Background: an optimization exercise with open tools, aiming at small area, a short achievable clock period and few clock cycles. Do not read the settings as production practice.
In this exercise RTL edits were held to simulation tests only and were not proved equivalent to the original.
Power and IR drop assume default switching activity.

==> flow/design.v (excerpt) <==
module acpi_ec_host_interface (
	input  logic               clk,
	input  logic               arst_n,
	input  logic               cmd_valid,
	output logic               cmd_stall,
	input  logic [10:0]        cmd_i,
	output logic               res_valid,
	input  logic               res_stall,
	output logic [12:0]        res_o,
	input  logic               psel,
	input  logic               penable,
	input  logic               pwrite,
	input  logic [aechi_pkg::PADDR_W-1:0] paddr,
	input  logic [aechi_pkg::PDATA_W-1:0] pwdata,
	output logic [aechi_pkg::PDATA_W-1:0] prdata,
	output logic               pready
);
	logic acpi_en_q;
	always_ff @(posedge clk or negedge arst_n) begin
		if (!arst_n) begin
			acpi_en_q <= 1'b0;
		end else if (psel && penable && pwrite && !paddr[2]) begin
			acpi_en_q <= pwdata[0];
		end
	end
	assign pready = 1'b1;
	assign prdata = {31'b0, acpi_en_q && !paddr[2]};
	logic            v1_q, v2_q;
	logic [7:0]      b;
	logic            aw;
  ...
clock: 4.0 ns
lec_check: 0
cap_margin: 20
core_margin: 2
core_utilization: 45
cts_buf_list: sky130_fd_sc_hd__clkbuf_16
cts_cluster_diameter: 80
cts_cluster_size: 20
setup_slack_margin: 2.2
slew_margin: 20
run.sh (not shown) runs the stock make flow with config.mk's settings and CLKGATE_MAP_FILE= SYNTH_SCRIPT=/design/flow/synth_recipe.tcl, a recipe that flattens the netlist after the stock synthesis.
The first run completed with no timing, DRC or antenna violations.
Testbench counts at the start, summed over its fixed seeds: cycles 18,250.
Change:
Settings changed: SETUP_SLACK_MARGIN 2.2 to 1.7.
=>
- routed wire length decreases by 9.4%
- clock-buffer cell count stays the same
- critical path depth goes up by 8
- design area shrinks by 7.8%
- area after synthesis does not change
- die area is unchanged
- global-route usage came out lower by 2.7 points
- power came out lower by 3.4%
Change:
Settings changed: CORE_UTILIZATION 45 to 55, SETUP_SLACK_MARGIN 1.7 to 1.8.
Result:
- global-route usage goes up by 7.1 points
- via count goes up by about 1.1%
- fmax goes up by about 2.2%
- sequential share of layout area goes down by 0.35 points


== run 1 ==
The RTL this note starts from:
==> flow/design.v <==
package aechi_pkg;
	localparam int QUEUE_DEPTH = 16;
	localparam int QIDX_W      = 4;
	localparam int EC_DEPTH  = 256;
	localparam int EC_ADDR_W = 8;
	localparam int PADDR_W = 3;
	localparam int PDATA_W = 32;
	localparam logic [7:0] CMD_READ      = 8'h80;
	localparam logic [7:0] CMD_WRITE     = 8'h81;
	localparam logic [7:0] CMD_BURST_ON  = 8'h82;
	localparam logic [7:0] CMD_BURST_OFF = 8'h83;
	localparam logic [7:0] CMD_QUERY     = 8'h84;
	localparam logic [7:0] BURST_ACK     = 8'h90;
	localparam logic [1:0] OP_COMMAND = 2'd0;
	localparam logic [1:0] OP_DATA    = 2'd1;
	localparam logic [1:0] OP_EVENT   = 2'd2;
	localparam logic [1:0] OP_TIMEOUT = 2'd3;
	localparam logic [1:0] PH_NONE  = 2'd0;   
	localparam logic [1:0] PH_RADDR = 2'd1;   
	localparam logic [1:0] PH_WADDR = 2'd2;   
	localparam logic [1:0] PH_WDATA = 2'd3;   
endpackage
module aechi_ram (
	input  logic             clk,
	input  logic [15:0]      en_hi,
	input  logic [15:0]      en_lo,
	input  logic [7:0]       wr_data,
	input  logic [4:0]       rd_addr,
	output logic [7:0][7:0]  rd_part
);
	logic [7:0] mem_q [256];
	always_ff @(posedge clk) begin
		for (int i = 0; i < 256; i++) begin
			if (en_hi[i / 16] && en_lo[i % 16]) begin
				mem_q[i] <= wr_data;
			end
		end
	end
	always_comb begin
		for (int g = 0; g < 8; g++) begin
			rd_part[g] = mem_q[{3'(g), rd_addr}];
		end
	end
endmodule
import aechi_pkg::*;
module acpi_ec_host_interface (
	input  logic               clk,
	input  logic               arst_n,
	input  logic               cmd_valid,
	output logic               cmd_stall,
	input  logic [10:0]        cmd_i,
	output logic               res_valid,
	input  logic               res_stall,
	output logic [12:0]        res_o,
	input  logic               psel,
	input  logic               penable,
	input  logic               pwrite,
	input  logic [aechi_pkg::PADDR_W-1:0] paddr,
	input  logic [aechi_pkg::PDATA_W-1:0] pwdata,
	output logic [aechi_pkg::PDATA_W-1:0] prdata,
	output logic               pready
);
	logic acpi_en_q;
	always_ff @(posedge clk or negedge arst_n) begin
		if (!arst_n) begin
			acpi_en_q <= 1'b0;
		end else if (psel && penable && pwrite && !paddr[2]) begin
			acpi_en_q <= pwdata[0];
		end
	end
	assign pready = 1'b1;
	assign prdata = {31'b0, acpi_en_q && !paddr[2]};
	logic            v1_q, v2_q;
	logic [7:0]      b;
	logic            aw;
	logic [7:0][7:0] rp_q, ec_part;
	logic [7:0]      ec_rd;
	logic [12:0]     res_q, res_nxt;
	logic            step, in_fire;
	logic k_rd, k_wr, k_bon, k_boff, k_q, k_cmd, k_data, k_ev, k_to;
	logic n_rd, n_wr, n_bon, n_boff, n_q, n_cmd, n_data, n_ev, n_to;
	logic n_wrd;
	logic [1:0] ph_q, ph_nxt, ph_after;
	assign cmd_stall = v1_q && v2_q && res_stall;
	assign in_fire   = cmd_valid && !cmd_stall;
	assign step      = v1_q && (!v2_q || !res_stall);
	assign res_valid = v2_q;
	assign res_o     = res_q;
	always_comb begin
		n_cmd  = cmd_i[10:9] == OP_COMMAND;
		n_data = cmd_i[10:9] == OP_DATA;
		n_ev   = cmd_i[10:9] == OP_EVENT;
		n_to   = cmd_i[10:9] == OP_TIMEOUT;
		n_rd   = n_cmd && cmd_i[8:1] == CMD_READ;
		n_wr   = n_cmd && cmd_i[8:1] == CMD_WRITE;
		n_bon  = n_cmd && cmd_i[8:1] == CMD_BURST_ON;
		n_boff = n_cmd && cmd_i[8:1] == CMD_BURST_OFF;
		n_q    = n_cmd && cmd_i[8:1] == CMD_QUERY;
		ph_after = v1_q ? ph_nxt : ph_q;
		n_wrd    = n_data && ph_after == PH_WDATA;
	end
	always_ff @(posedge clk or negedge arst_n) begin
		if (!arst_n) begin
			v1_q <= 1'b0;
			v2_q <= 1'b0;
		end else begin
			if (in_fire) begin
				v1_q <= 1'b1;
			end else if (step) begin
				v1_q <= 1'b0;
			end
			if (step) begin
				v2_q <= 1'b1;
			end else if (!res_stall) begin
				v2_q <= 1'b0;
			end
		end
	end
	always_ff @(posedge clk) begin
		if (in_fire) begin
			b      <= cmd_i[8:1];
			aw     <= cmd_i[0];
			rp_q   <= ec_part;
			k_cmd  <= n_cmd;
			k_data <= n_data;
			k_ev   <= n_ev;
			k_to   <= n_to;
			k_rd   <= n_rd;
			k_wr   <= n_wr;
			k_bon  <= n_bon;
			k_boff <= n_boff;
			k_q    <= n_q;
		end
		if (step) begin
			res_q <= res_nxt;
		end
	end
	logic [15:0] wah_q, wal_q;    
	logic [7:0]  wd_q;            
	logic        wa_set;
	logic       pend_q, pend_nxt;
	logic       burst_q, burst_nxt;
	logic       watch_q, watch_nxt;
	logic [3:0] head_q, head_nxt, tail_q, tail_nxt;
	logic [7:0] ring_q [16];
	always_ff @(posedge clk or negedge arst_n) begin
		if (!arst_n) begin
			wd_q <= 8'h00;
		end else if (in_fire && n_wrd) begin
			wd_q <= cmd_i[8:1];
		end
	end
	logic [15:0] weh_q, wah_after;
	always_comb begin
		for (int i = 0; i < 16; i++) begin
			wah_after[i] = (v1_q && wa_set) ? (b[7:4] == 4'(i)) : wah_q[i];
		end
	end
	always_ff @(posedge clk or negedge arst_n) begin
		if (!arst_n) begin
			weh_q <= '1;
		end else if (in_fire) begin
			weh_q <= n_wrd ? wah_after : '0;
		end else if (step) begin
			weh_q <= '0;
		end
	end
	always_ff @(posedge clk or negedge arst_n) begin
		if (!arst_n) begin
			wal_q <= '1;
		end else if (step && wa_set) begin
			for (int i = 0; i < 16; i++) begin
				wal_q[i] <= b[3:0] == 4'(i);
			end
		end
	end
	aechi_ram u_ec (
		.clk     (clk),
		.en_hi   (weh_q),
		.en_lo   (wal_q),
		.wr_data (wd_q),
		.rd_addr (cmd_i[5:1]),
		.rd_part (ec_part)
	);
	assign ec_rd = rp_q[b[7:5]];
	always_ff @(posedge clk) begin
		if (v1_q && k_ev) begin
			ring_q[head_q] <= b;
		end
	end
	logic       rv, sci;
	logic [7:0] rb;
	logic       empty;
	logic [3:0] head_inc, tail_inc;
	assign empty    = head_q == tail_q;
	assign head_inc = head_q + 4'd1;
	assign tail_inc = tail_q + 4'd1;
	always_comb begin
		ph_nxt    = ph_q;
		wa_set    = 1'b0;
		pend_nxt  = pend_q;
		burst_nxt = burst_q;
		watch_nxt = watch_q;
		head_nxt  = head_q;
		tail_nxt  = tail_q;
		rv        = 1'b0;
		rb        = 8'h00;
		sci       = 1'b0;
		if (k_cmd) begin
			ph_nxt = PH_NONE;
		end
		if (k_rd || k_wr) begin
			sci    = 1'b1;
			ph_nxt = k_rd ? PH_RADDR : PH_WADDR;
			if (acpi_en_q && !burst_q) begin
				watch_nxt = 1'b1;
			end
		end
		if (k_bon) begin
			burst_nxt = 1'b1;
			watch_nxt = 1'b1;
			rv        = 1'b1;
			rb        = BURST_ACK;
			sci       = 1'b1;
		end
		if (k_boff) begin
			burst_nxt = 1'b0;
			watch_nxt = 1'b0;
			sci       = 1'b1;
		end
		if (k_q) begin
			if (!empty) begin
				rv       = 1'b1;
				rb       = ring_q[tail_q];
				sci      = 1'b1;
				tail_nxt = tail_inc;
				if (tail_inc == head_q) begin
					pend_nxt = 1'b0;
				end
			end else begin
				pend_nxt = 1'b0;
			end
		end
		if (k_data) begin
			case (ph_q)
				PH_RADDR: begin
					ph_nxt    = PH_NONE;
					rv        = 1'b1;
					rb        = ec_rd;
					sci       = 1'b1;
					watch_nxt = 1'b0;
				end
				PH_WADDR: begin
					ph_nxt = PH_WDATA;
					wa_set = 1'b1;
					sci    = 1'b1;
				end
				PH_WDATA: begin
					ph_nxt    = PH_NONE;
					sci       = 1'b1;
					watch_nxt = 1'b0;
				end
				default: begin
				end
			endcase
		end
		if (k_ev) begin
			if (head_inc != tail_q) begin
				head_nxt = head_inc;
			end
			if (aw) begin
				pend_nxt = 1'b1;
				sci      = 1'b1;
			end
		end
		if (k_to) begin
			if (burst_q || watch_q) begin
				burst_nxt = 1'b0;
				watch_nxt = 1'b0;
				sci       = 1'b1;
			end
		end
		res_nxt = {rv, rb, sci, pend_nxt, burst_nxt, watch_nxt};
	end
	always_ff @(posedge clk) begin
		if (step && wa_set) begin
			for (int i = 0; i < 16; i++) begin
				wah_q[i] <= b[7:4] == 4'(i);
			end
		end
	end
	always_ff @(posedge clk or negedge arst_n) begin
		if (!arst_n) begin
			ph_q    <= PH_NONE;
			pend_q  <= 1'b0;
			burst_q <= 1'b0;
			watch_q <= 1'b0;
			head_q  <= 4'd0;
			tail_q  <= 4'd0;
		end else if (step) begin
			ph_q    <= ph_nxt;
			pend_q  <= pend_nxt;
			burst_q <= burst_nxt;
			watch_q <= watch_nxt;
			head_q  <= head_nxt;
			tail_q  <= tail_nxt;
		end
	end
endmodule
export LEC_CHECK = 0
export CAP_MARGIN = 20
export CORE_MARGIN = 2
export CORE_UTILIZATION = 45
export CTS_BUF_LIST = sky130_fd_sc_hd__clkbuf_16
export CTS_CLUSTER_DIAMETER = 80
export CTS_CLUSTER_SIZE = 20
export SETUP_SLACK_MARGIN = 1.8
export SLEW_MARGIN = 20
create_clock -name core_clock -period 4.0 [get_ports {clk}]
Run 1 finished all stages; the layout is clean.
Testbench counts of run 1, summed over its fixed seeds: cycles 18,250.
The inputs of run 2 differ from those of run 1 as listed below.
# run 1
export LEC_CHECK = 0
export CAP_MARGIN = 20
export CORE_MARGIN = 2
export CORE_UTILIZATION = 45
export CTS_BUF_LIST = sky130_fd_sc_hd__clkbuf_16
export CTS_CLUSTER_DIAMETER = 80
export CTS_CLUSTER_SIZE = 20
export SETUP_SLACK_MARGIN = 1.8
export SLEW_MARGIN = 20
create_clock -name core_clock -period 4.0 [get_ports {clk}]
# run 2
export LEC_CHECK = 0
export CAP_MARGIN = 20
export CORE_MARGIN = 2
export CORE_UTILIZATION = 45
export CTS_BUF_LIST = sky130_fd_sc_hd__clkbuf_16
export CTS_CLUSTER_DIAMETER = 80
export CTS_CLUSTER_SIZE = 20
export SETUP_SLACK_MARGIN = 1.9
export SLEW_MARGIN = 20
create_clock -name core_clock -period 4.0 [get_ports {clk}]
[summary]
Of the two values seen for cell with the biggest individual delay on the critical path, dfstp_2 was produced by run 1 and dfrtp_1 by run 2.
Global-route usage: run 2 vs run 1 — no meaningful difference
Diff run 1 -> run 2 | number of DRC markers in iteration 0 | increase of 8.9%
For switching power as a share of total power, run 2 and run 1 come out practically identical.
Final hold slack deteriorates in run 2 relative to run 1.
Going from run 1 to run 2, the non-clock buffer count was found to have gone up by about 11%.
In the tables for run 1 and run 2, final critical-path share of the clock period reads higher with run 1.
Here is what was changed in the inputs of run 3 compared with run 2.
# run 2
export LEC_CHECK = 0
export CAP_MARGIN = 20
export CORE_MARGIN = 2
export CORE_UTILIZATION = 45
export CTS_BUF_LIST = sky130_fd_sc_hd__clkbuf_16
export CTS_CLUSTER_DIAMETER = 80
export CTS_CLUSTER_SIZE = 20
export SETUP_SLACK_MARGIN = 1.9
export SLEW_MARGIN = 20
create_clock -name core_clock -period 4.0 [get_ports {clk}]
# run 3
export LEC_CHECK = 0
export CAP_MARGIN = 20
export CORE_MARGIN = 2
export CORE_UTILIZATION = 45
export CTS_BUF_LIST = sky130_fd_sc_hd__clkbuf_16
export CTS_CLUSTER_DIAMETER = 80
export CTS_CLUSTER_SIZE = 20
export SETUP_SLACK_MARGIN = 1.6
export SLEW_MARGIN = 20
create_clock -name core_clock -period 4.0 [get_ports {clk}]
==> comparison <==
- Run 2 vs run 3, worst setup path endpoint: cmd_stall vs rp_q[60]
- Run 3: total buffers and inverters traversed by the critical path is 4 higher than what run 2 reported.
- Of run 2 and run 3, the lower met2 capacity usage during global routing belongs to run 3.
- Of the two values seen for worst min-delay path category, in -> reg was produced by run 2 and in -> async by run 3.
- Run 3 vs run 2 on via total after detailed routing: run 3 is the lower one.
- Between run 3 and run 2, it is run 3 whose delay of the slowest critical-path stage is lower, by 0.11 ns.
- Met1 track demand over resource in global routing: run 3 < run 2

re-timing with driven ports:
Ports are ideal in the flow. The routed layouts listed here were re-timed in OpenROAD. Step 1: set_driving_cell puts a clkbuf_16 on clk and a buf_2 on each other input, an assumption about the parent block. Step 2 adds t to the input delays and takes it off the output delays; t is the mean of the earliest and latest rising clock arrival at the registers after step 1. Input paths then give back, and output paths get back, about the clock's delay inside the block. a / b / c = ideal ports / drivers / drivers and shift; a / b = the first two.
| run | t (ns) | setup slack, ns | worst hold slack (ns) | latest minus earliest clock arrival (ns) | cell pins on the clock port's net |
|---|---|---|---|---|---|
| the first run of note 1 | 0.920 | 1.694 / 1.610 / 0.722 | 0.385 / 0.430 / 0.528 | 0.049 / 0.049 | 1 |
| the second run of note 1 | 0.909 | 1.590 / 1.603 / 0.732 | 0.101 / 0.029 / 0.521 | 0.042 / 0.042 | 1 |
| the third run of note 1 | 0.893 | 1.642 / 1.603 / 0.727 | 0.107 / 0.059 / 0.530 | 0.032 / 0.032 | 1 |
| run 1 | 0.914 | 1.675 / 1.621 / 0.825 | 0.468 / 0.438 / 0.526 | 0.048 / 0.049 | 1 |
| run 2 | 0.913 | 1.694 / 1.610 / 0.792 | 0.433 / 0.430 / 0.524 | 0.043 / 0.043 | 1 |
| run 3 | 0.909 | 1.479 / 1.430 / 0.521 | 0.098 / 0.028 / 0.510 | 0.044 / 0.044 | 1 |
After both steps setup and hold are still met in every run listed. For the first run of note 1, which loses most, drivers alone change the setup slack by -0.084 ns; drivers and shift together by -0.972 ns.
